This design comes from an exercise in tuning for small area and a short achievable clock period on the open sky130 flow, not from production work.
The RTL was checked by simulation tests, not by an equivalence proof against the original design.
The flow treats the clock pin as an ideal source, which a real chip does not have.
Power figures rest on the tool's default switching activity, not on a simulated workload.

--- run.sh ---
#!/bin/bash
# synth_recipe.tcl (not shown) runs the flow's synth.tcl, then flattens the netlist and writes it again
# the make line also repeats each setting of config.mk as NAME=value (left out here)
make -C /OpenROAD-flow-scripts/flow DESIGN_CONFIG=/design/flow/config.mk WORK_HOME=/design/flow/orfs CLKGATE_MAP_FILE= SYNTH_SCRIPT=/design/flow/synth_recipe.tcl finish
--- config.mk ---
export PLATFORM = sky130hd
export DESIGN_NAME = idStage
export DESIGN_NICKNAME = idStage
export VERILOG_FILES = /design/flow/design.v
export SDC_FILE = /design/flow/constraint.sdc
export NUM_CORES = 4
export LEC_CHECK = 0
export CAP_MARGIN = 20
export CORE_MARGIN = 2
export CORE_UTILIZATION = 40
export CTS_BUF_LIST = sky130_fd_sc_hd__clkbuf_8 sky130_fd_sc_hd__clkbuf_16
export CTS_CLUSTER_DIAMETER = 80
export CTS_CLUSTER_SIZE = 30
export SETUP_SLACK_MARGIN = 2.0
export SLEW_MARGIN = 20
--- constraint.sdc ---
create_clock -name core_clock -period 6.0 [get_ports {clk}]
set_input_delay 1.2000 -clock core_clock [delete_from_list [all_inputs] [get_ports {clk}]]
set_output_delay 1.2000 -clock core_clock [all_outputs]
set_load 0.01 [all_outputs]
--- design.v ---
`default_nettype none
package mipsDecodePkg;
    localparam int dataWidth = 32;
    localparam int regAddrWidth = 5;
    localparam int regCount = 32;
    localparam int linkReg = 31;
    localparam int opcodeLsb = 26;
    localparam int opcodeWidth = 6;
    localparam int rsLsb = 21;
    localparam int rtLsb = 16;
    localparam int rdLsb = 11;
    localparam int shamtLsb = 6;
    localparam int shamtWidth = 5;
    localparam int functWidth = 6;
    localparam int immWidth = 16;
    localparam int indexWidth = 26;
    localparam logic [5:0] OP_SPECIAL = 6'h00, OP_REGIMM = 6'h01, OP_J = 6'h02, OP_JAL = 6'h03,
        OP_BEQ = 6'h04, OP_BNE = 6'h05, OP_BLEZ = 6'h06, OP_BGTZ = 6'h07,
        OP_ADDI = 6'h08, OP_ADDIU = 6'h09, OP_SLTI = 6'h0a, OP_SLTIU = 6'h0b,
        OP_ANDI = 6'h0c, OP_ORI = 6'h0d, OP_XORI = 6'h0e, OP_LUI = 6'h0f;
    localparam logic [5:0] FN_SLL = 6'h00, FN_SRL = 6'h02, FN_SRA = 6'h03,
        FN_SLLV = 6'h04, FN_SRLV = 6'h06, FN_SRAV = 6'h07,
        FN_JR = 6'h08, FN_JALR = 6'h09,
        FN_ADD = 6'h20, FN_ADDU = 6'h21, FN_SUB = 6'h22, FN_SUBU = 6'h23,
        FN_AND = 6'h24, FN_OR = 6'h25, FN_XOR = 6'h26, FN_NOR = 6'h27,
        FN_SLT = 6'h2a, FN_SLTU = 6'h2b;
    localparam logic [4:0] RT_BLTZ = 5'h00, RT_BGEZ = 5'h01, RT_BLTZAL = 5'h10,
        RT_BGEZAL = 5'h11;
    localparam logic [4:0] ALU_NOP = 5'd0, ALU_AND = 5'd1, ALU_OR = 5'd2, ALU_XOR = 5'd3,
        ALU_NOR = 5'd4, ALU_SLL = 5'd5, ALU_SRL = 5'd6, ALU_SRA = 5'd7,
        ALU_ADD = 5'd8, ALU_ADDU = 5'd9, ALU_SUB = 5'd10, ALU_SUBU = 5'd11,
        ALU_SLT = 5'd12, ALU_SLTU = 5'd13,
        ALU_J = 5'd14, ALU_JAL = 5'd15, ALU_JR = 5'd16, ALU_JALR = 5'd17,
        ALU_BEQ = 5'd18, ALU_BNE = 5'd19, ALU_BGTZ = 5'd20, ALU_BLEZ = 5'd21,
        ALU_BGEZ = 5'd22, ALU_BLTZ = 5'd23, ALU_BGEZAL = 5'd24, ALU_BLTZAL = 5'd25;
    localparam logic [2:0] EXE_NOP = 3'd0, EXE_LOGIC = 3'd1, EXE_SHIFT = 3'd2,
        EXE_ARITH = 3'd3, EXE_JUMP = 3'd4;
endpackage
`default_nettype wire
`timescale 1ns/1ps
`default_nettype none
import mipsDecodePkg::*;
module instDecoder (
    input  logic [31:0] inst,
    output logic [4:0]  aluOp,
    output logic [2:0]  aluSel,
    output logic        regWe,
    output logic        read1,
    output logic        read2,
    output logic [4:0]  regWaddr,
    output logic [31:0] immA,
    output logic [31:0] immB
);
    logic [5:0] opcode;
    logic [5:0] funct;
    logic [4:0] rt;
    logic [4:0] rd;
    logic [4:0] shamt;
    logic [15:0] imm;
    logic specialOp;
    logic constShift;
    logic linking;
    assign opcode = inst[opcodeLsb +: opcodeWidth];
    assign funct = inst[functWidth-1:0];
    assign rt = inst[rtLsb +: regAddrWidth];
    assign rd = inst[rdLsb +: regAddrWidth];
    assign shamt = inst[shamtLsb +: shamtWidth];
    assign imm = inst[immWidth-1:0];
    always_comb begin
        aluOp = ALU_NOP;
        case (opcode)
            OP_SPECIAL: begin
                case (funct)
                    FN_SLL, FN_SLLV: aluOp = ALU_SLL;
                    FN_SRL, FN_SRLV: aluOp = ALU_SRL;
                    FN_SRA, FN_SRAV: aluOp = ALU_SRA;
                    FN_JR: aluOp = ALU_JR;
                    FN_JALR: aluOp = ALU_JALR;
                    FN_ADD: aluOp = ALU_ADD;
                    FN_ADDU: aluOp = ALU_ADDU;
                    FN_SUB: aluOp = ALU_SUB;
                    FN_SUBU: aluOp = ALU_SUBU;
                    FN_AND: aluOp = ALU_AND;
                    FN_OR: aluOp = ALU_OR;
                    FN_XOR: aluOp = ALU_XOR;
                    FN_NOR: aluOp = ALU_NOR;
                    FN_SLT: aluOp = ALU_SLT;
                    FN_SLTU: aluOp = ALU_SLTU;
                    default: aluOp = ALU_NOP;
                endcase
            end
            OP_REGIMM: begin
                case (rt)
                    RT_BLTZ: aluOp = ALU_BLTZ;
                    RT_BGEZ: aluOp = ALU_BGEZ;
                    RT_BLTZAL: aluOp = ALU_BLTZAL;
                    RT_BGEZAL: aluOp = ALU_BGEZAL;
                    default: aluOp = ALU_NOP;
                endcase
            end
            OP_J: aluOp = ALU_J;
            OP_JAL: aluOp = ALU_JAL;
            OP_BEQ: aluOp = ALU_BEQ;
            OP_BNE: aluOp = ALU_BNE;
            OP_BLEZ: aluOp = ALU_BLEZ;
            OP_BGTZ: aluOp = ALU_BGTZ;
            OP_ADDI: aluOp = ALU_ADD;
            OP_ADDIU: aluOp = ALU_ADDU;
            OP_SLTI: aluOp = ALU_SLT;
            OP_SLTIU: aluOp = ALU_SLTU;
            OP_ANDI: aluOp = ALU_AND;
            OP_ORI, OP_LUI: aluOp = ALU_OR;
            OP_XORI: aluOp = ALU_XOR;
            default: aluOp = ALU_NOP;
        endcase
    end
    always_comb begin
        case (aluOp)
            ALU_NOP: aluSel = EXE_NOP;
            ALU_AND, ALU_OR, ALU_XOR, ALU_NOR: aluSel = EXE_LOGIC;
            ALU_SLL, ALU_SRL, ALU_SRA: aluSel = EXE_SHIFT;
            ALU_ADD, ALU_ADDU, ALU_SUB, ALU_SUBU, ALU_SLT, ALU_SLTU: aluSel = EXE_ARITH;
            default: aluSel = EXE_JUMP;
        endcase
    end
    assign specialOp = (opcode == OP_SPECIAL);
    assign constShift = specialOp && ((funct == FN_SLL) || (funct == FN_SRL) || (funct == FN_SRA));
    assign linking = (aluOp == ALU_JAL) || (aluOp == ALU_BGEZAL) || (aluOp == ALU_BLTZAL);
    assign immA = constShift ? {27'b0, shamt} : 32'b0;
    always_comb begin
        case (opcode)
            OP_ANDI, OP_ORI, OP_XORI: immB = {{(dataWidth-immWidth){1'b0}}, imm};
            OP_ADDI, OP_ADDIU, OP_SLTI, OP_SLTIU:
                immB = {{(dataWidth-immWidth){imm[immWidth-1]}}, imm};
            OP_LUI: immB = {imm, {(dataWidth-immWidth){1'b0}}};
            default: immB = 32'b0;
        endcase
    end
    assign read1 = !((aluOp == ALU_NOP) || (aluOp == ALU_J) || (aluOp == ALU_JAL)) && !constShift;
    assign read2 = (specialOp && !((aluOp == ALU_NOP) || (aluOp == ALU_JR) || (aluOp == ALU_JALR)))
                   || (aluOp == ALU_BEQ) || (aluOp == ALU_BNE);
    assign regWe = (aluSel == EXE_LOGIC) || (aluSel == EXE_SHIFT) || (aluSel == EXE_ARITH)
                   || linking || (aluOp == ALU_JALR);
    assign regWaddr = linking ? 5'(linkReg) : (specialOp ? rd : rt);
endmodule
`default_nettype wire
`timescale 1ns/1ps
`default_nettype none
import mipsDecodePkg::*;
module regFile (
    input  logic         clk,
    input  logic         rst,
    input  logic         wbWe,
    input  logic [4:0]   wbWaddr,
    input  logic [31:0]  wbWdata,
    output logic [991:0] regData,
    output logic [31:1]  regValid
);
    logic [31:1] wsel;
    always_comb begin
        for (int i = 1; i < regCount; i++) begin
            wsel[i] = wbWe && (wbWaddr == 5'(i));
        end
    end
    always_ff @(posedge clk) begin
        for (int i = 1; i < regCount; i++) begin
            if (wsel[i]) begin
                regData[(i-1)*32 +: 32] <= wbWdata;
            end
        end
    end
    always_ff @(posedge clk) begin
        if (rst) begin
            regValid <= '0;
        end else begin
            regValid <= regValid | wsel;
        end
    end
endmodule
`default_nettype wire
`timescale 1ns/1ps
`default_nettype none
import mipsDecodePkg::*;
module operandSelect (
    input  logic         read,
    input  logic [4:0]   raddr,
    input  logic [31:0]  immediate,
    input  logic [991:0] regData,
    input  logic [31:1]  regValid,
    input  logic         exWe,
    input  logic [4:0]   exWaddr,
    input  logic [31:0]  exWdata,
    input  logic         memWe,
    input  logic [4:0]  memWaddr,
    input  logic [31:0]  memWdata,
    input  logic         wbWe,
    input  logic [4:0]   wbWaddr,
    input  logic [31:0]  wbWdata,
    output logic [31:0]  operand
);
    logic exHit, memHit, wbHit;
    logic selEx, selMem, selWb, selFile;
    logic [31:1] rowSel;
    logic [31:0] fileData;
    assign exHit = exWe && (exWaddr == raddr);
    assign memHit = memWe && (memWaddr == raddr);
    assign wbHit = wbWe && (wbWaddr == raddr) && (raddr != '0);
    assign selEx = read && exHit;
    assign selMem = read && !exHit && memHit;
    assign selWb = read && !exHit && !memHit && wbHit;
    assign selFile = read && !exHit && !memHit && !wbHit;
    always_comb begin
        for (int i = 1; i < regCount; i++) begin
            rowSel[i] = regValid[i] && (raddr == 5'(i));
        end
    end
    always_comb begin
        fileData = '0;
        for (int i = 1; i < regCount; i++) begin
            fileData = fileData | ({32{rowSel[i]}} & regData[(i-1)*32 +: 32]);
        end
    end
    assign operand = ({32{!read}} & immediate)
                   | ({32{selEx}} & exWdata)
                   | ({32{selMem}} & memWdata)
                   | ({32{selWb}} & wbWdata)
                   | ({32{selFile}} & fileData);
endmodule
`default_nettype wire
`timescale 1ns/1ps
`default_nettype none
import mipsDecodePkg::*;
module prefixAdd #(
    parameter int W = 30
) (
    input  logic [W-1:0] a,
    input  logic [W-1:0] b,
    input  logic         cin,
    output logic [W-1:0] sum
);
    localparam int L = (W > 16) ? 5 : (W > 8) ? 4 : (W > 4) ? 3 : (W > 2) ? 2 : 1;
    logic [W-1:0] g [L+1];
    logic [W-1:0] p [L+1];
    logic [W-1:0] prop;
    logic [W:0] carry;
    assign prop = a ^ b;
    always_comb begin
        g[0] = a & b;
        p[0] = prop;
        g[0][0] = (a[0] & b[0]) | (prop[0] & cin);
        for (int l = 1; l <= L; l++) begin
            for (int i = 0; i < W; i++) begin
                if (i >= (1 << (l-1))) begin
                    g[l][i] = g[l-1][i] | (p[l-1][i] & g[l-1][i - (1 << (l-1))]);
                    p[l][i] = p[l-1][i] & p[l-1][i - (1 << (l-1))];
                end else begin
                    g[l][i] = g[l-1][i];
                    p[l][i] = p[l-1][i];
                end
            end
        end
    end
    assign carry = {g[L], cin};
    assign sum = prop ^ carry[W-1:0];
endmodule
module prefixInc #(
    parameter int W = 30
) (
    input  logic [W-1:0] a,
    output logic [W-1:0] sum
);
    localparam int L = (W > 16) ? 5 : (W > 8) ? 4 : (W > 4) ? 3 : (W > 2) ? 2 : 1;
    logic [W-1:0] p [L+1];
    always_comb begin
        p[0] = a;
        for (int l = 1; l <= L; l++) begin
            for (int i = 0; i < W; i++) begin
                if (i >= (1 << (l-1))) begin
                    p[l][i] = p[l-1][i] & p[l-1][i - (1 << (l-1))];
                end else begin
                    p[l][i] = p[l-1][i];
                end
            end
        end
    end
    assign sum = a ^ {p[L][W-2:0], 1'b1};
endmodule
module branchUnit (
    input  logic [31:0] pc,
    input  logic [4:0]  aluOp,
    input  logic [15:0] offset,
    input  logic [25:0] index,
    input  logic [31:0] operandA,
    input  logic [31:0] operandB,
    output logic [31:0] dest,
    output logic [31:0] linkAddr,
    output logic [3:0]  eqByte,
    output logic [3:0]  zeroByte,
    output logic [4:0]  cond
);
    logic [29:0] wordPlus1;
    logic [28:0] pcPlus8Hi;
    logic [29:0] destHi;
    logic [31:0] diff;
    logic negative;
    prefixInc #(.W(30)) uPlus4 (.a(pc[31:2]), .sum(wordPlus1));
    prefixInc #(.W(29)) uPlus8 (.a(pc[31:3]), .sum(pcPlus8Hi));
    prefixAdd #(.W(30)) uDest (
        .a(pc[31:2]),
        .b({{(30-immWidth){offset[immWidth-1]}}, offset}),
        .cin(1'b1),
        .sum(destHi)
    );
    always_comb begin
        case (aluOp)
            ALU_J, ALU_JAL: dest = {wordPlus1[29:26], index, 2'b00};
            ALU_JR, ALU_JALR: dest = operandA;
            default: dest = {destHi, pc[1:0]};
        endcase
    end
    assign linkAddr = ((aluOp == ALU_JAL) || (aluOp == ALU_JALR) || (aluOp == ALU_BGEZAL)
                       || (aluOp == ALU_BLTZAL)) ? {pcPlus8Hi, pc[2:0]} : '0;
    assign diff = operandA ^ operandB;
    assign negative = operandA[dataWidth-1];
    always_comb begin
        for (int j = 0; j < 4; j++) begin
            eqByte[j] = (diff[8*j +: 8] == 8'b0);
            zeroByte[j] = (operandA[8*j +: 8] == 8'b0);
        end
    end
    always_comb begin
        cond = '0;
        case (aluOp)
            ALU_J, ALU_JAL, ALU_JR, ALU_JALR: cond[0] = 1'b1;
            ALU_BEQ: cond[1] = 1'b1;
            ALU_BNE: cond[2] = 1'b1;
            ALU_BGTZ: cond[3] = !negative;
            ALU_BLEZ: begin
                cond[0] = negative;
                cond[4] = 1'b1;
            end
            ALU_BGEZ, ALU_BGEZAL: cond[0] = !negative;
            ALU_BLTZ, ALU_BLTZAL: cond[0] = negative;
            default: cond = '0;
        endcase
    end
endmodule
module branchResolve (
    input  logic [31:0] dest,
    input  logic [3:0]  eqByte,
    input  logic [3:0]  zeroByte,
    input  logic [4:0]  cond,
    output logic        branchTaken,
    output logic [31:0] branchTarget
);
    logic equal;
    logic zero;
    assign equal = &eqByte;
    assign zero = &zeroByte;
    assign branchTaken = cond[0] || (cond[1] && equal) || (cond[2] && !equal)
                         || (cond[3] && !zero) || (cond[4] && zero);
    assign branchTarget = {32{branchTaken}} & dest;
endmodule
`default_nettype wire
`timescale 1ns/1ps
`default_nettype none
import mipsDecodePkg::*;
module issueHandshake (
    input  logic        clk,
    input  logic        rst,
    input  logic        req,
    input  logic [4:0]  decAluOp,
    input  logic [2:0]  decAluSel,
    input  logic        decRegWe,
    input  logic [4:0]  decRegWaddr,
    input  logic [31:0] operandA,
    input  logic [31:0] operandB,
    input  logic [31:0] dest,
    input  logic [31:0] linkAddr,
    input  logic [3:0]  eqByte,
    input  logic [3:0]  zeroByte,
    input  logic [4:0]  cond,
    input  logic        branchTaken,
    output logic        ack,
    output logic [4:0]  aluOp,
    output logic [2:0]  aluSel,
    output logic [31:0] heldOperandA,
    output logic [31:0] heldOperandB,
    output logic        regWe,
    output logic [4:0]  regWaddr,
    output logic [31:0] heldLinkAddr,
    output logic [31:0] heldDest,
    output logic [3:0]  heldEqByte,
    output logic [3:0]  heldZeroByte,
    output logic [4:0]  heldCond,
    output logic        inSlot
);
    logic state;
    logic accept;
    assign ack = state;
    assign accept = !state && req;
    always_ff @(posedge clk) begin
        if (rst) begin
            state <= 1'b0;
            aluOp <= ALU_NOP;
            aluSel <= EXE_NOP;
            heldOperandA <= '0;
            heldOperandB <= '0;
            regWe <= 1'b0;
            regWaddr <= '0;
            heldLinkAddr <= '0;
            heldCond <= '0;
            inSlot <= 1'b0;
        end else begin
            if (accept) begin
                state <= 1'b1;
                aluOp <= decAluOp;
                aluSel <= decAluSel;
                heldOperandA <= operandA;
                heldOperandB <= operandB;
                regWe <= decRegWe;
                regWaddr <= decRegWaddr;
                heldLinkAddr <= linkAddr;
                heldCond <= cond;
                inSlot <= branchTaken;
            end else if (state && !req) begin
                state <= 1'b0;
            end
        end
    end
    always_ff @(posedge clk) begin
        if (accept) begin
            heldDest <= dest;
            heldEqByte <= eqByte;
            heldZeroByte <= zeroByte;
        end
    end
endmodule
`default_nettype wire
`timescale 1ns/1ps
`default_nettype none
import mipsDecodePkg::*;
module idStage (
    input  logic        clk,
    input  logic        rst,
    input  logic        req,
    input  logic [31:0] pc,
    input  logic [31:0] inst,
    input  logic        exWe,
    input  logic [4:0]  exWaddr,
    input  logic [31:0] exWdata,
    input  logic        memWe,
    input  logic [4:0]  memWaddr,
    input  logic [31:0] memWdata,
    input  logic        wbWe,
    input  logic [4:0]  wbWaddr,
    input  logic [31:0] wbWdata,
    output logic        ack,
    output logic [4:0]  aluOp,
    output logic [2:0]  aluSel,
    output logic [31:0] operandA,
    output logic [31:0] operandB,
    output logic        regWe,
    output logic [4:0]  regWaddr,
    output logic [31:0] linkAddr,
    output logic [31:0] branchTarget,
    output logic        branchTaken,
    output logic        inSlot
);
    logic [4:0] decAluOp;
    logic [2:0] decAluSel;
    logic decRegWe;
    logic decRead1;
    logic decRead2;
    logic [4:0] decRegWaddr;
    logic [31:0] decImmA;
    logic [31:0] decImmB;
    logic [991:0] regData;
    logic [31:1] regValid;
    logic [31:0] srcA;
    logic [31:0] srcB;
    logic [31:0] nextDest;
    logic [31:0] nextLink;
    logic [3:0] nextEq;
    logic [3:0] nextZero;
    logic [4:0] nextCond;
    logic [31:0] heldDest;
    logic [3:0] heldEq;
    logic [3:0] heldZero;
    logic [4:0] heldCond;
    instDecoder uDecoder (
        .inst(inst),
        .aluOp(decAluOp),
        .aluSel(decAluSel),
        .regWe(decRegWe),
        .read1(decRead1),
        .read2(decRead2),
        .regWaddr(decRegWaddr),
        .immA(decImmA),
        .immB(decImmB)
    );
    regFile uRegFile (
        .clk(clk),
        .rst(rst),
        .wbWe(wbWe),
        .wbWaddr(wbWaddr),
        .wbWdata(wbWdata),
        .regData(regData),
        .regValid(regValid)
    );
    operandSelect uOperandA (
        .read(decRead1),
        .raddr(inst[rsLsb +: regAddrWidth]),
        .immediate(decImmA),
        .regData(regData),
        .regValid(regValid),
        .exWe(exWe),
        .exWaddr(exWaddr),
        .exWdata(exWdata),
        .memWe(memWe),
        .memWaddr(memWaddr),
        .memWdata(memWdata),
        .wbWe(wbWe),
        .wbWaddr(wbWaddr),
        .wbWdata(wbWdata),
        .operand(srcA)
    );
    operandSelect uOperandB (
        .read(decRead2),
        .raddr(inst[rtLsb +: regAddrWidth]),
        .immediate(decImmB),
        .regData(regData),
        .regValid(regValid),
        .exWe(exWe),
        .exWaddr(exWaddr),
        .exWdata(exWdata),
        .memWe(memWe),
        .memWaddr(memWaddr),
        .memWdata(memWdata),
        .wbWe(wbWe),
        .wbWaddr(wbWaddr),
        .wbWdata(wbWdata),
        .operand(srcB)
    );
    branchUnit uBranch (
        .pc(pc),
        .aluOp(decAluOp),
        .offset(inst[immWidth-1:0]),
        .index(inst[indexWidth-1:0]),
        .operandA(srcA),
        .operandB(srcB),
        .dest(nextDest),
        .linkAddr(nextLink),
        .eqByte(nextEq),
        .zeroByte(nextZero),
        .cond(nextCond)
    );
    issueHandshake uIssue (
        .clk(clk),
        .rst(rst),
        .req(req),
        .decAluOp(decAluOp),
        .decAluSel(decAluSel),
        .decRegWe(decRegWe),
        .decRegWaddr(decRegWaddr),
        .operandA(srcA),
        .operandB(srcB),
        .dest(nextDest),
        .linkAddr(nextLink),
        .eqByte(nextEq),
        .zeroByte(nextZero),
        .cond(nextCond),
        .branchTaken(branchTaken),
        .ack(ack),
        .aluOp(aluOp),
        .aluSel(aluSel),
        .heldOperandA(operandA),
        .heldOperandB(operandB),
        .regWe(regWe),
        .regWaddr(regWaddr),
        .heldLinkAddr(linkAddr),
        .heldDest(heldDest),
        .heldEqByte(heldEq),
        .heldZeroByte(heldZero),
        .heldCond(heldCond),
        .inSlot(inSlot)
    );
    branchResolve uResolve (
        .dest(heldDest),
        .eqByte(heldEq),
        .zeroByte(heldZero),
        .cond(heldCond),
        .branchTaken(branchTaken),
        .branchTarget(branchTarget)
    );
endmodule
`default_nettype wire
==> results.yml, run 1 <==
logic_synthesis:
  ys_seq_area_frac: 0.632
  synth_edf_count: 1032
  synth_cell_type_count: 76
  synth-seq-cells: 1180
  postSynthCellCount: 4251
  ys_warn_count: 12
  ys.flop_type: "edfxtp_1"
  synth_area_um2: 53800
  synthArstFlopShare: 0
  syn_avg_cell_area_um2: 12.6
  synth_fp_nets: 4470
clock_tree:
  cts_made_buffers: 67
  clock_latency_ns: 0.76
  numClockSinks: 1180
  clk_path_buf_depth: 3
  clk_pin_slew_ns: 0.10
  cts_root_buf: "clkbuf_16"
  ctsHoldBuffers: 0
  cts_tree: "yes"
  htreeDepth: 3
setup_path:
  critical_path.top_delay_family: "buffers and inverters"
  end_kind: "flop"
  cp_max_fo: 24
  cp-startpoint: "wbWaddr[4]"
  cp-start-kind: "primary input"
  cp.required_ns: 6.54
  crit_buf_inv: 3
  crit_type: "in -> reg"
  slowest_delay_ns: 0.73
  path_cells: "clkdlybuf4s50_1, or2_2, o21ai_0, nand4_1, buf_4, buf_4, o211ai_1, nand3_2, xnor2_1, nand4_1, nor4_1"
  arrival_ns: 4.71
  cpMaxStageDelayCell: "clkdlybuf4s50_1"
  rr_startpoint: "uRegFile.regValid[31]"
global_route:
  grt_pass1_wl_um: 410000
  grt_max_degree: 115
  antenna_found_initial: 24
  grt_pass1_vias: 46100
  grt.total_usage: 0.443
  grt_overflow: 0
detailed_routing:
  drc: 0
  drt_first_pass_iters: 11
  drt_iter0_markers: 11700
  routed_wl_um: 315000
  via_count: 50700
  wl_per_cell_um: 47.0
  ant_nets: 0
  drt-vias-per-instance: 7.57
final_layout:
  multi_input_area_um2: 20000
  postLayoutCellArea_um2: 67300
  final_cell_mix: "1,032 x edfxtp_1, 691 x a22oi_1, 457 x buf_4, 259 x clkdlybuf4s50_1, 230 x nor2_1"
  regArea_um2: 34000
  layout_commonest_cell: "edfxtp_1"
  fill_cells: 11600
  final_nets: 5093
  syn_to_final_growth_pct: 25.2
  drive_gt1_frac: 0.200
  instances_no_fill: 6700
  fin_util: 0.504
outcome:
  status: "no timing/DRC/antenna violations"
timing:
  worstMarginPinSlew_ns: 1.23
  slew_headroom: 0.177
  finalCritPeriodShare: 0.694
  rsz0062_at_grt: "true"
  hold_viol: 0
  finalCriticalPeriod_ns: 4.17
  whs_ns: 0.464
  fmax_mhz: 240
  drv_slew: 0
  skew_ns: 0.0506
  finalSetupViolCount: 0
floorplanning:
  num_io_pins: 326
  fp.dieArea_um2: 137000
  initial_core_util: 0.403
  die_w_um: 371
  design.core.area_um2: 133000
  die_h_um: 371
  rows: 134
power:
  vdd_ir_drop_max_v: 0.000190
  powerDensity_nw_per_um2: 241
  power.leakage_nw: 23.7
place:
  dp_hpwl_um: 204000
  placed_area_um2: 62000
  io_buffers: 325
  place_congestion: 1.03
  dp_cells: 6410
run:
  cap_violations: 0
worst_hold_path:
  hold_start: "uIssue.heldCond[2]"
  min_path_type: "reg -> reg"
==> report_power, final <==
group          switching, mW  leakage (nW)  internal [mW]  total, mW
combinational          0.865          12.0          0.503       1.37
clock                   3.27          1.17           2.41       5.68
sequential            0.0953          10.5           9.08       9.18
total                   4.23          23.7           12.0       16.2
==> final timing paths <==
kind,to,slack (ns),depth (start not counted)
setup / recovery,uIssue.heldEqByte[1],1.83,11
hold / removal,uIssue.heldCond[2],0.46,2
setup reg to reg,uIssue.heldEqByte[1],2.32,12
hold reg to reg,uIssue.heldCond[2],0.46,2
==> Yosys cell counts (31+ instances only) <==
cell | instances | area, µm²
xnor2_1 | 73 | 639
mux2i_1 | 31 | 310
nor2_1 | 266 | 998
ha_1 | 37 | 463
a221oi_1 | 108 | 946
edfxtp_1 | 1032 | 31000
a22oi_1 | 699 | 5250
nand2_1 | 207 | 777
and2_1 | 74 | 463
dfxtp_1 | 148 | 2960
clkbuf_1 | 257 | 965
buf_1 | 43 | 161
and3_1 | 177 | 1110
nand3_1 | 161 | 806
nor3_1 | 65 | 325
or4_1 | 38 | 285
o21ai_0 | 52 | 260
a222oi_1 | 64 | 641
a21oi_1 | 58 | 290
a22o_1 | 153 | 1340
nand4_1 | 102 | 638
xor2_1 | 47 | 412
==> stage by stage <==
stage / total power, mW / TNS [ns] / setup slack (ns)
after floorplan: 9.80 / 0 / 1.99
after global placement: 10.6 / -0.786 / -0.294
after detailed placement: 10.6 / -0.488 / -0.280
after CTS: 16.1 / 0 / 1.90
after global routing: 16.5 / 0 / 1.82
final: 16.2 / 0 / 1.83
==> kinds of logic after synthesis <==
kind of cell               Yosys count  share of synthesized area
AOI/OAI and AO/OA                 1300                      0.188
xor gates and xnor gates           120                     0.0196
adders and majority gates           38                    0.00898
buffers and inverters              351                     0.0257
DFF                               1180                      0.632
muxes                               31                    0.00577
and+or+nand+nor                   1231                      0.121
==> registers in the layout, summed over array words and instances (netlist names) <==
register,count
uIssue.aluOp,5
uIssue.aluSel,3
uIssue.heldCond,5
uIssue.heldDest,32
uIssue.heldEqByte,4
uIssue.heldLinkAddr,32
uIssue.heldOperandA,32
uIssue.heldOperandB,32
uIssue.heldZeroByte,4
uIssue.inSlot,1
uIssue.regWaddr,5
uIssue.regWe,1
uIssue.state,1
uRegFile.regData,992
uRegFile.regValid,31
==> tightest hold or removal path: stages, from the launching register on <==
cell     delay [ns]
dfxtp_1        0.31
nand2_1        0.06
a21oi_1        0.05
==> cell type report <==
| class | count | share of cell area |
|---|---|---|
| well taps | 1768 | 0.0329 |
| flip-flops and latches | 1180 | 0.505 |
| repair buffers | 888 | 0.128 |
| clock buffers | 71 | 0.0264 |
| inverters | 16 | 0.000893 |
| clock inverters | 44 | 0.00963 |
| multi-input cells | 2721 | 0.297 |
| diodes | 12 | 0.000446 |
==> metal layers <==
layer / part of all wire / global-route usage / wire (µm)
met2: 0.41 / 0.628 / 128000
met5: 0.00057 / 0 / 181
met4: 0.10 / 0.339 / 32100
met1: 0.33 / 0.529 / 104000
met3: 0.16 / 0.190 / 51100
==> timing repair <==
item / 4_1_cts / 5_1_grt
pin swaps: 86 / 63
gates resized for setup: 321 / 169
setup buffers: 98 / 53
cloned: 6 / 4
endpoints found under the setup margin: 140 / 68
==> run 2, diff against run 1 <==
==> flow/run.sh (new file) <==
#!/bin/bash
# The standard layout, run in stages, with:
#  - plain buffers (buf_2) on the ports instead of delay-cell buffers,
#  - timing repair free to resize across cell footprints,
#  - slow deep-stack gates (or3/or4/nor4 and the like) kept out of the
#    netlist on top of the platform's don't-use list,
#  - a greedy upsizing pass on the worst paths after clock tree synthesis,
#    where the standard repair stalls; the repair after global routing only
#    fixes real violations (margin 0) instead of growing the area.
# Each tool's output goes to a log of its own in this folder.
set -euo pipefail
here=$(cd "$(dirname "$0")" && pwd)
DU=$(tr '\n' ' ' < "$here/dont_use.txt")
export DONT_USE_CELLS="$DU"
common=("BUFFER_PORTS_ARGS=-buffer_cell sky130_fd_sc_hd__buf_2" "MATCH_CELL_FOOTPRINT=0" "DONT_USE_CELLS=$DU")
results=orfs/results/$FLOW_PLATFORM/idStage/base

bash standard.sh "${common[@]}" SETUP_SLACK_MARGIN=2.5 cts > flow_1_to_cts.log 2>&1
RESULTS=$results STAGE=cts GS_ITERS=60 GS_AREA=0.02 openroad -no_init -exit "$here/size_step.tcl" > flow_size_cts.log 2>&1
bash standard.sh "${common[@]}" SETUP_SLACK_MARGIN=0 finish > flow_finish.log 2>&1
==> flow/dont_use.txt (new file) <==
sky130_fd_sc_hd__probe_p_8
sky130_fd_sc_hd__probec_p_8
sky130_fd_sc_hd__lpflow_bleeder_1
sky130_fd_sc_hd__lpflow_clkbufkapwr_1
sky130_fd_sc_hd__lpflow_clkbufkapwr_16
sky130_fd_sc_hd__lpflow_clkbufkapwr_2
sky130_fd_sc_hd__lpflow_clkbufkapwr_4
sky130_fd_sc_hd__lpflow_clkbufkapwr_8
sky130_fd_sc_hd__lpflow_clkinvkapwr_1
sky130_fd_sc_hd__lpflow_clkinvkapwr_16
sky130_fd_sc_hd__lpflow_clkinvkapwr_2
sky130_fd_sc_hd__lpflow_clkinvkapwr_4
sky130_fd_sc_hd__lpflow_clkinvkapwr_8
sky130_fd_sc_hd__lpflow_decapkapwr_12
sky130_fd_sc_hd__lpflow_decapkapwr_3
sky130_fd_sc_hd__lpflow_decapkapwr_4
sky130_fd_sc_hd__lpflow_decapkapwr_6
sky130_fd_sc_hd__lpflow_decapkapwr_8
sky130_fd_sc_hd__lpflow_inputiso0n_1
sky130_fd_sc_hd__lpflow_inputiso0p_1
sky130_fd_sc_hd__lpflow_inputiso1n_1
sky130_fd_sc_hd__lpflow_inputiso1p_1
sky130_fd_sc_hd__lpflow_inputisolatch_1
sky130_fd_sc_hd__lpflow_isobufsrc_1
sky130_fd_sc_hd__lpflow_isobufsrc_16
sky130_fd_sc_hd__lpflow_isobufsrc_2
sky130_fd_sc_hd__lpflow_isobufsrc_4
sky130_fd_sc_hd__lpflow_isobufsrc_8
sky130_fd_sc_hd__lpflow_isobufsrckapwr_16
sky130_fd_sc_hd__lpflow_lsbuf_lh_hl_isowell_tap_1
sky130_fd_sc_hd__lpflow_lsbuf_lh_hl_isowell_tap_2
sky130_fd_sc_hd__lpflow_lsbuf_lh_hl_isowell_tap_4
sky130_fd_sc_hd__lpflow_lsbuf_lh_isowell_4
sky130_fd_sc_hd__lpflow_lsbuf_lh_isowell_tap_1
sky130_fd_sc_hd__lpflow_lsbuf_lh_isowell_tap_2
sky130_fd_sc_hd__lpflow_lsbuf_lh_isowell_tap_4
sky130_fd_sc_hd__a2111o_1
sky130_fd_sc_hd__a2111o_2
sky130_fd_sc_hd__a2111o_4
sky130_fd_sc_hd__a2111oi_0
sky130_fd_sc_hd__a2111oi_1
sky130_fd_sc_hd__a2111oi_2
sky130_fd_sc_hd__a2111oi_4
sky130_fd_sc_hd__a311o_1
sky130_fd_sc_hd__a311o_2
sky130_fd_sc_hd__a311o_4
sky130_fd_sc_hd__a311oi_1
sky130_fd_sc_hd__a311oi_2
sky130_fd_sc_hd__a311oi_4
sky130_fd_sc_hd__nor3b_1
sky130_fd_sc_hd__nor3b_2
sky130_fd_sc_hd__nor3b_4
sky130_fd_sc_hd__nor4_1
sky130_fd_sc_hd__nor4_2
sky130_fd_sc_hd__nor4_4
sky130_fd_sc_hd__nor4b_1
sky130_fd_sc_hd__nor4b_2
sky130_fd_sc_hd__nor4b_4
sky130_fd_sc_hd__nor4bb_1
sky130_fd_sc_hd__nor4bb_2
sky130_fd_sc_hd__nor4bb_4
sky130_fd_sc_hd__o311a_1
sky130_fd_sc_hd__o311a_2
sky130_fd_sc_hd__o311a_4
sky130_fd_sc_hd__o311ai_0
sky130_fd_sc_hd__o311ai_1
sky130_fd_sc_hd__o311ai_2
sky130_fd_sc_hd__o311ai_4
sky130_fd_sc_hd__o41a_1
sky130_fd_sc_hd__o41a_2
sky130_fd_sc_hd__o41a_4
sky130_fd_sc_hd__o41ai_1
sky130_fd_sc_hd__o41ai_2
sky130_fd_sc_hd__o41ai_4
sky130_fd_sc_hd__or3_1
sky130_fd_sc_hd__or3_2
sky130_fd_sc_hd__or3_4
sky130_fd_sc_hd__or3b_1
sky130_fd_sc_hd__or3b_2
sky130_fd_sc_hd__or3b_4
sky130_fd_sc_hd__or4_1
sky130_fd_sc_hd__or4_2
sky130_fd_sc_hd__or4_4
sky130_fd_sc_hd__or4b_1
sky130_fd_sc_hd__or4b_2
sky130_fd_sc_hd__or4b_4
sky130_fd_sc_hd__or4bb_1
sky130_fd_sc_hd__or4bb_2
sky130_fd_sc_hd__or4bb_4
==> flow/gsize.tcl (new file) <==
# Greedy upsizing of gates on the worst paths, after the standard repair.
proc gs_families {} {
  set fam [dict create]
  foreach c [get_lib_cells sky130_fd_sc_hd__*] {
    set n [get_name $c]
    if {[regexp {^(sky130_fd_sc_hd__[a-z0-9]+?)_([0-9]+)$} $n -> base sz]} {
      if {[string match "*lpflow*" $n] || [string match "*probe*" $n]} continue
      dict lappend fam $base [list $sz $n]
    }
  }
  set out [dict create]
  dict for {b l} $fam { dict set out $b [lsort -integer -index 0 $l] }
  return $out
}

proc gs_bigger {fam master} {
  if {![regexp {^(sky130_fd_sc_hd__[a-z0-9]+?)_([0-9]+)$} $master -> base sz]} { return {} }
  if {![dict exists $fam $base]} { return {} }
  set r {}
  foreach e [dict get $fam $base] {
    if {[lindex $e 0] > $sz} { lappend r [lindex $e 1] }
  }
  return $r
}

proc gs_stage_delay {outpin} {
  set a [get_property $outpin arrival_max_rise]
  set b [get_property $outpin arrival_max_fall]
  set best 0.0
  foreach ip [get_pins -of_objects [get_cells -of_objects $outpin] -filter "direction==input"] {
    foreach x {arrival_max_rise arrival_max_fall} {
      set v [get_property $ip $x]
      if {$v ne "" && $v > $best} { set best $v }
    }
  }
  set o [expr {max($a, $b)}]
  return [expr {$o - $best}]
}

proc gs_end_slack {endpin} {
  set pe [lindex [find_timing_paths -to $endpin -path_delay max] 0]
  return [$pe slack]
}

# replace_cell drops the parasitics of the nets it touches; estimate again
proc gs_estimate {} {
  if {$::gs_parasitics eq "placement"} {
    estimate_parasitics -placement
  } else {
    estimate_parasitics -global_routing
  }
}

proc greedy_size {max_iter max_area_growth} {
  set fam [gs_families]
  set area0 [rsz::design_area]
  set stuck [dict create]
  set moves 0
  for {set it 0} {$it < $max_iter} {incr it} {
    if {[rsz::design_area] > $area0 * (1.0 + $max_area_growth)} { puts "gsize: area budget reached"; break }
    set ws [sta::worst_slack_cmd max]
    set pes [find_timing_paths -path_delay max -group_path_count 200 -endpoint_path_count 1]
    set pe ""
    foreach cand $pes {
      set ep [get_full_name [$cand pin]]
      if {![dict exists $stuck $ep]} { set pe $cand; break }
    }
    if {$pe eq ""} { puts "gsize: all worst endpoints stuck"; break }
    set endpin [$pe pin]
    set epname [get_full_name $endpin]
    set eslack [$pe slack]
    # driver instances along the path, slowest stage first
    set insts {}
    foreach pin [[$pe path] pins] {
      if {[get_property $pin direction] ne "output"} continue
      set inst [get_cells -of_objects $pin]
      set m [get_property $inst ref_name]
      if {[string match "*__df*" $m] || [string match "*__edf*" $m] || [string match "*__sdf*" $m]} continue
      if {[string match "*clkbuf*" $m] || [string match "*clkinv*" $m]} continue
      lappend insts [list [get_full_name $inst] [gs_stage_delay $pin]]
    }
    set insts [lmap e [lrange [lsort -real -decreasing -index 1 $insts] 0 4] {lindex $e 0}]
    set best_gain 0.0
    set best {}
    foreach iname $insts {
      set inst [get_cells $iname]
      set m [get_property $inst ref_name]
      set nm [lindex [gs_bigger $fam $m] 0]
      if {$nm eq ""} continue
      replace_cell $iname $nm
      gs_estimate
      set s [gs_end_slack $endpin]
      set w [sta::worst_slack_cmd max]
      set gain [expr {$s - $eslack}]
      if {$w >= $ws - 1e-12 && $gain > $best_gain} { set best_gain $gain; set best [list $iname $nm] }
      replace_cell $iname $m
    }
    if {$best_gain > 2e-12} {
      replace_cell [lindex $best 0] [lindex $best 1]
      incr moves
    } else {
      dict set stuck $epname 1
    }
    gs_estimate
    if {$it % 25 == 0} { puts "gsize: iter $it moves $moves ws [format %.3f [expr {$ws*1e9}]] area [format %.0f [expr {[rsz::design_area]*1e12}]]" }
  }
  puts "gsize: done moves $moves ws [format %.3f [expr {[sta::worst_slack_cmd max]*1e9}]] area [format %.0f [expr {[rsz::design_area]*1e12}]]"
}
==> flow/size_step.tcl (new file) <==
# Greedy upsizing on the worst paths of a stage's result, written back in
# place. STAGE is cts (placement parasitics) or grt (global-route
# parasitics, with incremental re-routing of the nets it touches).
set results $::env(RESULTS)
set stage $::env(STAGE)
read_liberty $::env(FLOW_HOME)/platforms/sky130hd/lib/sky130_fd_sc_hd__tt_025C_1v80.lib
if {$stage eq "cts"} {
  read_db $results/4_cts.odb
  read_sdc $results/4_cts.sdc
} else {
  read_db $results/5_1_grt.odb
  read_sdc $results/5_1_grt.sdc
}
source $::env(FLOW_HOME)/platforms/sky130hd/setRC.tcl
set_dont_use $::env(DONT_USE_CELLS)
set_propagated_clock [all_clocks]
if {$stage eq "cts"} {
  estimate_parasitics -placement
} else {
  estimate_parasitics -global_routing
}
source [file join [file dirname [info script]] gsize.tcl]
set ::gs_parasitics [expr {$stage eq "cts" ? "placement" : "global_routing"}]
puts "before: worst slack [sta::worst_slack_cmd max]"
greedy_size $::env(GS_ITERS) $::env(GS_AREA)
if {$stage eq "cts"} {
  detailed_placement
  check_placement
  estimate_parasitics -placement
  puts "after: worst slack [sta::worst_slack_cmd max]"
  write_db $results/4_cts.odb
} else {
  global_route -start_incremental
  detailed_placement
  global_route -end_incremental
  check_placement
  estimate_parasitics -global_routing
  puts "after: worst slack [sta::worst_slack_cmd max]"
  write_db $results/5_1_grt.odb
}
==> standard.sh (new file) <==
#!/bin/bash
# synth_recipe.tcl (not shown) runs the flow's synth.tcl, then flattens the netlist and writes it again
# the make line also repeats each setting of config.mk as NAME=value (left out here)
make -C /OpenROAD-flow-scripts/flow DESIGN_CONFIG=/design/flow/config.mk WORK_HOME=/design/flow/orfs CLKGATE_MAP_FILE= SYNTH_SCRIPT=/design/flow/synth_recipe.tcl "${@:-finish}"
--- a/config.mk
+++ b/config.mk
@@ -12,4 +12,3 @@
 export CTS_CLUSTER_DIAMETER = 80
 export CTS_CLUSTER_SIZE = 30
-export SETUP_SLACK_MARGIN = 2.0
 export SLEW_MARGIN = 20
removed: run.sh
==> run 2 against run 1 <==
Against the previous run: fmax up 4.9%; clock power shrank 9.9%; non-clock buffer count shrank 196; combinational power shrank 13%; setup slack improved by 0.19 ns; power is 4.3% lower; critical path type unchanged; highest routed layer unchanged.
==> results.yml, run 2 <==
setup_path:
  rr_worst_depth: 11
  cp_max_fo: 19
  rr_startpoint: "uRegFile.regValid[2]"
  r2r_slack_ns: 2.41
  end_kind: "flop"
  rr_endpoint: "uIssue.heldEqByte[0]"
  crit_type: "in -> reg"
  arrival_ns: 4.63
  cp-start-kind: "primary input"
  cp.required_ns: 6.66
clock_tree:
  htreeDepth: 2
  numClockSinks: 1180
  clk_pin_slew_ns: 0.11
  cts_root_buf: "clkbuf_16"
  cts_made_buffers: 58
  clk_path_buf_depth: 3
  cts_tree: "yes"
  clock_latency_ns: 0.79
  ctsHoldBuffers: 0
final_layout:
  drive_gt1_frac: 0.230
  largest_register_ffs: 992
  instances_no_fill: 6335
  fill_cells: 11700
  syn_to_final_growth_pct: 16.9
  postLayoutCellArea_um2: 63200
  final_nets: 4719
  regArea_um2: 34000
  top_register: "uRegFile.regData"
  layout_commonest_cell: "edfxtp_1"
  final_cell_mix: "1,032 x edfxtp_1, 328 x a22o_1, 309 x buf_2, 298 x buf_4, 295 x a221oi_1"
  multi_input_area_um2: 19500
power:
  seqPwrFrac: 0.594
  power.leakage_nw: 20.9
  comb_power_share: 0.077
  vdd_ir_drop_max_v: 0.000263
  power.clock.fraction: 0.330
  p_sw_frac: 0.262
  power.switching_mw: 4.07
  total_power_mw: 15.5
  powerDensity_nw_per_um2: 246
  internal_power_mw: 11.5
detailed_routing:
  drt-vias-per-instance: 7.82
  ant_nets: 0
  drt_first_pass_iters: 14
  via_count: 49500
  drt_iter0_markers: 11600
  routed_wl_um: 302000
  drc: 0
  wl_per_cell_um: 47.6
global_route:
  grt_pass1_wl_um: 396000
  antenna_found_initial: 36
  grt_pass1_vias: 45500
  grt_overflow: 0
  grt_max_degree: 87
  grt.total_usage: 0.423
place:
  io_buffers: 325
  placed_area_um2: 58900
  place_congestion: 1.02
  dp_hpwl_um: 185000
  dp_cells: 6075
timing:
  finalCritPeriodShare: 0.662
  skew_ns: 0.0685
  hold_viol: 0
  worstMarginPinSlew_ns: 1.32
  finalCriticalPeriod_ns: 3.97
  finalSetupViolCount: 0
  rsz0062_at_grt: "false"
  whs_ns: 0.470
  slew_headroom: 0.118
  tns_ns: 0
  drv_slew: 0
  fmax_mhz: 252
logic_synthesis:
  syn_avg_cell_area_um2: 13.2
  synth_top_cells_by_count: "1,032 x edfxtp_1, 328 x a22o_1, 296 x a221oi_1"
  synth_fp_nets: 4302
  synthArstFlopShare: 0
  synth_edf_count: 1032
  ys_warn_count: 12
  synth_cell_type_count: 72
  ys_seq_area_frac: 0.629
  postSynthCellCount: 4083
  synth_area_um2: 54000
  yosysMostFrequentCell: "edfxtp_1"
  synth-seq-cells: 1180
  synth_top_area_frac: 0.574
  ys_top_cells_by_area: "edfxtp_1 57%, dfxtp_1 5.5%, a22o_1 5.3%"
  yosys.area.top_type: "edfxtp_1"
  ys.flop_type: "edfxtp_1"
floorplanning:
  num_io_pins: 326
  die_w_um: 371
  rows: 134
  initial_core_util: 0.404
  fp.dieArea_um2: 138000
  design.core.area_um2: 134000
  die_h_um: 371
worst_hold_path:
  hold_end: "uIssue.heldLinkAddr[4]"
  whs_path_depth: 2
  min_path_type: "reg -> reg"
  hold_start: "uIssue.heldLinkAddr[4]"
outcome:
  status: "no timing/DRC/antenna violations"
run:
  cap_violations: 0
[run 2: cell type report]
type	count	share of cell area
sequential	1180	0.538
multi-input combinational	2518	0.309
timing repair buffer	692	0.0823
tap	1768	0.0350
clock buffer	58	0.0230
clock inverter	45	0.00963
inverter	50	0.00297
antenna	24	0.000951
[run 2: cell families (layout without fill, tap and decap cells)]
logic type      count (synthesis)  count (layout)  synth area share
buf+inv                       392             845            0.0320
flops                        1180            1180             0.629
compound gates               1368            1370             0.210
other cells                     0              24                 0
xor+xnor                      119             119            0.0193
mux                            13              13           0.00241
fa+ha+maj                      38              38           0.00894
simple gates                  973             978            0.0986
[run 2: routing by layer]
layer,share of wire,track usage,vias to the layer above
li1,-,-,17800
met1,0.31,0.473,23900
met2,0.39,0.593,5748
met3,0.18,0.222,2044
met4,0.11,0.351,47
met5,0.0018,0.0129,-
[run 2: metrics by stage]
step	setup slack [ns]	utilization
after global placement	0.685	0.441
after global routing	2.05	0.472
after CTS	2.04	0.471
final	2.03	0.472
after floorplan	2.38	-
after detailed placement	0.721	0.441
[run 2: worst max-delay path by stage]
| stage | startpoint | end | slack, ns | cells after the start |
|---|---|---|---|---|
| 2_1_floorplan | wbWaddr[1] | uRegFile.regData[672] | 2.38 | 4 |
| 3_3_place_gp | inst[24] | uIssue.heldEqByte[0] | 0.69 | 12 |
| 3_5_place_dp | inst[24] | uIssue.heldEqByte[0] | 0.72 | 12 |
| 4_1_cts | uIssue.heldEqByte[0] | branchTarget[31] | 2.04 | 6 |
| 5_1_grt | inst[24] | uIssue.heldEqByte[0] | 2.05 | 12 |
| 6_report | inst[24] | uIssue.heldEqByte[0] | 2.03 | 12 |
[run 2: worst max-delay path, cell delays in order]
cell and delay (ns):
clkbuf_4 0.23, nor2b_1 0.26, and4_4 0.46, buf_6 0.25, a222oi_1 0.37, and3_1 0.24, nand4_1 0.14, o21ai_1 0.51
o2111a_2 0.41, xnor2_1 0.17, nand4_1 0.11, and4b_1 0.25
[run 2: power by group through the flow]
stage / combinational, mW / sequential, mW / clock (mW)
global placement: 1.05 / 9.39 / 0
global route: 1.23 / 9.22 / 5.34
floorplan: 0.488 / 9.35 / 0
detailed placement: 1.05 / 9.39 / 0
CTS: 1.13 / 9.20 / 5.06
finish: 1.19 / 9.21 / 5.12
[run 2: repair_timing]
| item | in CTS | in global routing |
|---|---|---|
| endpoints found under the setup margin | 139 | 0 |
| resized for setup | 217 | 0 |
| setup buffers | 123 | 0 |
==> run 3, diff against run 2 <==
--- a/config.mk
+++ b/config.mk
@@ -10,5 +10,5 @@
 export CORE_UTILIZATION = 40
 export CTS_BUF_LIST = sky130_fd_sc_hd__clkbuf_8 sky130_fd_sc_hd__clkbuf_16
-export CTS_CLUSTER_DIAMETER = 80
-export CTS_CLUSTER_SIZE = 30
+export CTS_CLUSTER_DIAMETER = 60
+export CTS_CLUSTER_SIZE = 20
 export SLEW_MARGIN = 20
==> run 3 against run 2 <==
Against the previous run: die area is the same; clock power rose by 42%; sequential cell count unchanged; power up 14%; synthesized cell count is the same; sequential power barely moved; still clean; core utilization increased by 1.4 points; clock skew down 0.037 ns; via count rose by 0.23%; global-route usage increased by 0.33 points; critical endpoint unchanged.
==> results.yml, run 3 <==
global_route:
  grt.total_usage: 0.426
  grt_pass1_vias: 46300
  antenna_found_initial: 34
  grt_max_degree: 87
  grt_overflow: 0
  grt_pass1_wl_um: 399000
clock_tree:
  htreeDepth: 3
  clock_latency_ns: 0.77
  clk_path_buf_depth: 3
  cts_tree: "yes"
  cts_root_buf: "clkbuf_16"
  cts_made_buffers: 105
  ctsHoldBuffers: 0
  numClockSinks: 1180
  clk_pin_slew_ns: 0.07
logic_synthesis:
  ys_seq_area_frac: 0.629
  yosys.area.top_type: "edfxtp_1"
  ys_warn_count: 12
  ys_top_cells_by_area: "edfxtp_1 57%, dfxtp_1 5.5%, a22o_1 5.3%"
  synth_top_area_frac: 0.574
  yosysMostFrequentCell: "edfxtp_1"
  ys.flop_type: "edfxtp_1"
  synth_area_um2: 54000
  syn_avg_cell_area_um2: 13.2
  synth_fp_nets: 4302
  postSynthCellCount: 4083
  synth_edf_count: 1032
  synth-seq-cells: 1180
  synthArstFlopShare: 0
  synth_cell_type_count: 72
  synth_top_cells_by_count: "1,032 x edfxtp_1, 328 x a22o_1, 296 x a221oi_1"
floorplanning:
  die_h_um: 371
  num_io_pins: 326
  fp.dieArea_um2: 138000
  design.core.area_um2: 134000
  initial_core_util: 0.404
  rows: 134
  die_w_um: 371
worst_hold_path:
  hold_start: "uIssue.heldLinkAddr[4]"
  whs_path_depth: 2
  min_path_type: "reg -> reg"
  hold_end: "uIssue.heldLinkAddr[4]"
final_layout:
  drive_gt1_frac: 0.249
  layout_commonest_cell: "edfxtp_1"
  syn_to_final_growth_pct: 20.4
  largest_register_ffs: 992
  top_register: "uRegFile.regData"
  final_cell_mix: "1,032 x edfxtp_1, 328 x a22o_1, 308 x buf_2, 304 x buf_4, 294 x a221oi_1"
  final_nets: 4783
  instances_no_fill: 6444
timing:
  slew_headroom: 0.116
  tns_ns: 0
  fmax_mhz: 252
  finalCritPeriodShare: 0.662
  hold_viol: 0
  worst_slack_ns: 2.03
  worstMarginPinSlew_ns: 1.32
  finalSetupViolCount: 0
  rsz0062_at_grt: "false"
  finalCriticalPeriod_ns: 3.97
  drv_slew: 0
  skew_ns: 0.0313
place:
  place_ws_ns: 0.721
  io_buffers: 325
  dp_cells: 6075
  place_congestion: 1.02
  dp_hpwl_um: 185000
power:
  vdd_ir_drop_max_v: 0.000224
  power.leakage_nw: 21.8
  powerDensity_nw_per_um2: 272
setup_path:
  arrival_ns: 4.49
  end_kind: "flop"
  crit_type: "in -> reg"
  r2r_slack_ns: 2.36
  rr_worst_depth: 10
  cp-start-kind: "primary input"
  rr_startpoint: "uRegFile.regValid[2]"
  cp.required_ns: 6.51
  rr_endpoint: "uIssue.heldEqByte[0]"
  cp_max_fo: 18
outcome:
  status: "no timing/DRC/antenna violations"
run:
  cap_violations: 0
detailed_routing:
  wl_per_cell_um: 46.9
  drt_iter0_markers: 11800
  drc: 0
  drt-vias-per-instance: 7.70
  drt_first_pass_iters: 12
  via_count: 49600
  routed_wl_um: 302000
  ant_nets: 0
## run 3: cell counts after synthesis
No cell type changed its count.
## run 3: metrics by stage
stage | total power, mW | instance area [µm²] | util | hold WS, ns
finish | 17.7 | 65000 | 0.486 | 0.464
global placement | 10.4 | 58900 | 0.441 | 0.451
CTS | 17.6 | 64800 | 0.484 | 0.466
floorplan | 9.84 | 54200 | - | 0.445
detailed placement | 10.4 | 58900 | 0.441 | 0.455
global route | 18.0 | 65000 | 0.485 | 0.488
## run 3: where the power goes
group | switching (mW) | total [mW] | internal, mW
Sequential | 0.120 | 9.21 | 9.09
Clock | 3.64 | 7.27 | 3.62
Combinational | 0.817 | 1.19 | 0.370
## run 3: cell type report
type,instances,area [µm²]
inverter,50,188
tap,1768,2210
multi-input combinational,2518,19500
sequential,1180,34000
fill,11600,68800
clock inverter,87,962
clock buffer,107,2680
antenna,25,62.6
timing repair buffer,709,5410
## run 3: how the worst max path moves through the flow
| stage | slack [ns] | cells after the start | end | startpoint |
|---|---|---|---|---|
| after global routing | 2.10 | 13 | uIssue.heldEqByte[0] | inst[21] |
| after global placement | 0.69 | 12 | uIssue.heldEqByte[0] | inst[24] |
| after detailed placement | 0.72 | 12 | uIssue.heldEqByte[0] | inst[24] |
| final | 2.03 | 12 | uIssue.heldEqByte[0] | inst[23] |
| after floorplan | 2.38 | 4 | uRegFile.regData[672] | wbWaddr[1] |
| after CTS | 2.08 | 6 | branchTarget[31] | uIssue.heldEqByte[0] |
## run 3: what timing repair did
| action | CTS | global route |
|---|---|---|
| resized for setup | 235 | 0 |
| setup buffers | 141 | 0 |
| setup endpoints to repair | 139 | 0 |
| endpoints found under the hold margin | 0 | 0 |
## run 3: worst max-delay path, cell delays in order
cell,delay [ns]
clkbuf_4,0.23
and3_1,0.32
and4_4,0.35
buf_4,0.28
a22oi_1,0.19
and4_1,0.20
nand4_1,0.07
o21ai_1,0.66
and3_1,0.44
xor2_1,0.23
nor2_1,0.09
and4b_1,0.20
## run 3: routing by layer
layer | vias up | wire (µm) | track usage
met4 | 36 | 34800 | 0.362
met3 | 2041 | 53300 | 0.224
met5 | - | 463 | 0.0115
met2 | 5814 | 118000 | 0.592
li1 | 18000 | - | -
met1 | 23800 | 95700 | 0.479
## run 3: cells by family (layout without fill, tap and decap cells)
family | after synthesis | in the layout | synth area share
AO/OA/AOI/OAI | 1368 | 1370 | 0.210
multiplexers | 13 | 13 | 0.00241
XOR/XNOR | 119 | 119 | 0.0193
flip-flops | 1180 | 1180 | 0.629
buffers and inverters | 392 | 953 | 0.0320
other | 0 | 25 | 0
adder cells (fa/ha/maj) | 38 | 38 | 0.00894
AND/OR/NAND/NOR | 973 | 978 | 0.0986
==> run 4, diff against run 3 <==
--- a/config.mk
+++ b/config.mk
@@ -6,9 +6,9 @@
 export NUM_CORES = 4
 export LEC_CHECK = 0
-export CAP_MARGIN = 20
+export CAP_MARGIN = 10
 export CORE_MARGIN = 2
 export CORE_UTILIZATION = 40
 export CTS_BUF_LIST = sky130_fd_sc_hd__clkbuf_8 sky130_fd_sc_hd__clkbuf_16
-export CTS_CLUSTER_DIAMETER = 60
-export CTS_CLUSTER_SIZE = 20
-export SLEW_MARGIN = 20
+export CTS_CLUSTER_DIAMETER = 70
+export CTS_CLUSTER_SIZE = 25
+export SLEW_MARGIN = 10
==> run 4 against run 3 <==
Against the previous run: global-route usage about the same; sequential share of layout area increased by 0.40 points; wire length increased by 0.34%; critical path type unchanged; highest routed layer unchanged.
==> results.yml, run 4 <==
setup_path:
  end_kind: "flop"
  crit_type: "in -> reg"
  crit_buf_inv: 3
  arrival_ns: 4.42
  slowest_delay_ns: 0.48
  cpMaxStageDelayCell: "nor2b_2"
  path_cells: "clkbuf_4, nor2b_2, and3_4, buf_4, buf_4, a22oi_1, nand4_1, o21ai_1, o2111a_2, xnor2_1, nand4_1, nor2_1"
  cp-start-kind: "primary input"
  critical_path.top_delay_family: "simple AND/OR/NAND/NOR gates"
  cp.required_ns: 6.58
  cp_max_fo: 17
floorplanning:
  num_io_pins: 326
  rows: 134
  fp.dieArea_um2: 138000
  initial_core_util: 0.404
  die_w_um: 371
  die_h_um: 371
  design.core.area_um2: 134000
timing:
  skew_ns: 0.0465
  tns_ns: 0
  finalCriticalPeriod_ns: 3.83
  finalSetupViolCount: 0
  worstMarginPinSlew_ns: 1.36
  hold_viol: 0
  slew_headroom: 0.0943
  drv_slew: 0
  fmax_mhz: 261
  finalCritPeriodShare: 0.639
  whs_ns: 0.469
  rsz0062_at_grt: "false"
global_route:
  antenna_found_initial: 38
  grt.total_usage: 0.427
  grt_overflow: 0
  grt_max_degree: 87
  grt_pass1_wl_um: 399000
  grt_pass1_vias: 46000
logic_synthesis:
  synth-seq-cells: 1180
  ys_seq_area_frac: 0.629
  yosysMostFrequentCell: "edfxtp_1"
  synth_top_area_frac: 0.574
  ys_warn_count: 12
  postSynthCellCount: 4083
  synth_area_um2: 54000
  synth_cell_type_count: 72
  synth_fp_nets: 4302
  ys_top_cells_by_area: "edfxtp_1 57%, dfxtp_1 5.5%, a22o_1 5.3%"
  synth_top_cells_by_count: "1,032 x edfxtp_1, 328 x a22o_1, 296 x a221oi_1"
  ys.flop_type: "edfxtp_1"
  yosys.area.top_type: "edfxtp_1"
  synth_edf_count: 1032
  synthArstFlopShare: 0
  syn_avg_cell_area_um2: 13.2
power:
  power.clock.fraction: 0.380
  powerDensity_nw_per_um2: 260
  vdd_ir_drop_max_v: 0.000195
  seqPwrFrac: 0.548
  total_power_mw: 16.8
  power.leakage_nw: 21.5
  p_sw_frac: 0.258
  comb_power_share: 0.072
  power.switching_mw: 4.34
  internal_power_mw: 12.5
final_layout:
  final_cell_mix: "1,032 x edfxtp_1, 328 x a22o_1, 325 x buf_4, 307 x buf_2, 294 x a221oi_1"
  top_register: "uRegFile.regData"
  fin_util: 0.482
  syn_to_final_growth_pct: 19.5
  fill_cells: 11600
  drive_gt1_frac: 0.246
  largest_register_ffs: 992
  postLayoutCellArea_um2: 64500
  layout_commonest_cell: "edfxtp_1"
  final_nets: 4770
detailed_routing:
  ant_nets: 0
  drt_first_pass_iters: 20
  drt-vias-per-instance: 7.78
  wl_per_cell_um: 47.4
  routed_wl_um: 303000
  drt_iter0_markers: 11500
  via_count: 49800
  drc: 0
clock_tree:
  clock_latency_ns: 0.73
  cts_root_buf: "clkbuf_16"
  htreeDepth: 3
  ctsHoldBuffers: 0
  numClockSinks: 1180
  cts_tree: "yes"
  cts_made_buffers: 81
  clk_pin_slew_ns: 0.08
  clk_path_buf_depth: 3
outcome:
  status: "no timing/DRC/antenna violations"
place:
  io_buffers: 325
  place_congestion: 1.02
  dp_hpwl_um: 185000
  placed_area_um2: 58900
run:
  cap_violations: 0
worst_hold_path:
  min_path_type: "reg -> reg"
run 4: per-stage QoR:
stage / setup slack (ns) / instances
5_1_grt: 2.25 / 6383
3_3_place_gp: 0.685 / 6075
4_1_cts: 2.10 / 6379
6_report: 2.17 / 6405
2_1_floorplan: 2.38 / 4083
3_5_place_dp: 0.721 / 6075
run 4: worst paths after layout:
path                           startpoint                       to  slack [ns]  cells after the start
setup reg to reg     uRegFile.regValid[2]     uIssue.heldEqByte[0]        2.52                     11
setup / recovery                 inst[25]     uIssue.heldEqByte[1]        2.17                     12
hold / removal    uIssue.heldLinkAddr[20]  uIssue.heldLinkAddr[20]        0.47                      2
hold reg to reg   uIssue.heldLinkAddr[20]  uIssue.heldLinkAddr[20]        0.47                      2
run 4: final cells by class:
type / instances / area, µm² / share of cell area
clock inverter: 59 / 847 / 0.0131
multi-input combinational: 2518 / 19600 / 0.304
inverter: 50 / 188 / 0.00291
timing repair buffer: 720 / 5520 / 0.0856
antenna: 26 / 65.1 / 0.00101
clock buffer: 84 / 2090 / 0.0324
tap: 1768 / 2210 / 0.0343
sequential: 1180 / 34000 / 0.526
run 4: cells by family (layout without fill, tap and decap cells):
group | after synthesis | after routing | share of synthesized area
mux | 13 | 13 | 0.00241
simple gates | 973 | 978 | 0.0986
other cells | 0 | 26 | 0
flops | 1180 | 1180 | 0.629
buf+inv | 392 | 913 | 0.0320
fa+ha+maj | 38 | 38 | 0.00894
xor+xnor | 119 | 119 | 0.0193
compound gates | 1368 | 1370 | 0.210
run 4: per-layer routing:
| metal | routed length, µm | part of all wire | up-vias | GRT usage |
|---|---|---|---|---|
| met2 | 120000 | 0.39 | 5875 | 0.596 |
| met1 | 95400 | 0.31 | 23900 | 0.479 |
| met3 | 52900 | 0.17 | 2051 | 0.224 |
| met4 | 34800 | 0.11 | 46 | 0.355 |
| met5 | 753 | 0.0025 | - | 0.0185 |
| li1 | - | - | 17900 | - |
run 4: worst register-to-register path, delay by kind of cell, from the launching register on:
kind | cells | cell delay, ns
flip-flops | 1 | 0.45
XOR/XNOR | 1 | 0.17
buffers and inverters | 1 | 0.31
AO/OA/AOI/OAI | 4 | 1.23
AND/OR/NAND/NOR | 5 | 1.17
run 4: timing repair:
action                                  in CTS  in global routing
endpoints found under the setup margin     141                  0
endpoints found under the hold margin        0                  0
gates resized for setup                    265                  0
buffers inserted                           153                  0
run 4: power by group through the flow:
stage          Combinational, mW  Sequential (mW)  Clock, mW
6_report                    1.20             9.21       6.39
2_1_floorplan              0.488             9.35          0
3_3_place_gp                1.05             9.39          0
3_5_place_dp                1.05             9.39          0
4_1_cts                     1.14             9.20       6.34
5_1_grt                     1.24             9.22       6.64

[separate check: timing with driven ports]
No port has a modelled driver above. Below, the same layouts with a new extraction and two added sets of constraints. Step 1 sets driving cells, clkbuf_16 on the clock port and buf_2 on the other inputs (assumed; they add their load-dependent delay and slew). Step 2, shift: input delay + t, output delay - t, t = (earliest + latest rising clock arrival at the registers) / 2. This alone moves slack from input paths to output paths. Slacks: ideal ports / drivers / drivers and shift; pairs: ideal ports / drivers.
run | t (ns) | setup WS [ns] | hold WS [ns] | worst setup path at the end | worst data-port slew with drivers (ns)
run 1 | 0.815 | 1.834 / 1.870 / 1.056 | 0.464 / 0.464 / 0.464 | input to register | 0.12
run 2 | 0.845 | 2.028 / 2.080 / 1.239 | 0.470 / 0.470 / 0.470 | input to register | 0.21
run 3 | 0.842 | 2.027 / 2.081 / 1.239 | 0.464 / 0.464 / 0.464 | input to register | 0.21
run 4 | 0.798 | 2.166 / 2.197 / 1.422 | 0.469 / 0.469 / 0.469 | input to register | 0.21
After both steps every run listed still meets setup and hold. The setup slack of run 2, which loses most, moves by +0.052 ns with the drivers and by -0.789 ns with both steps.
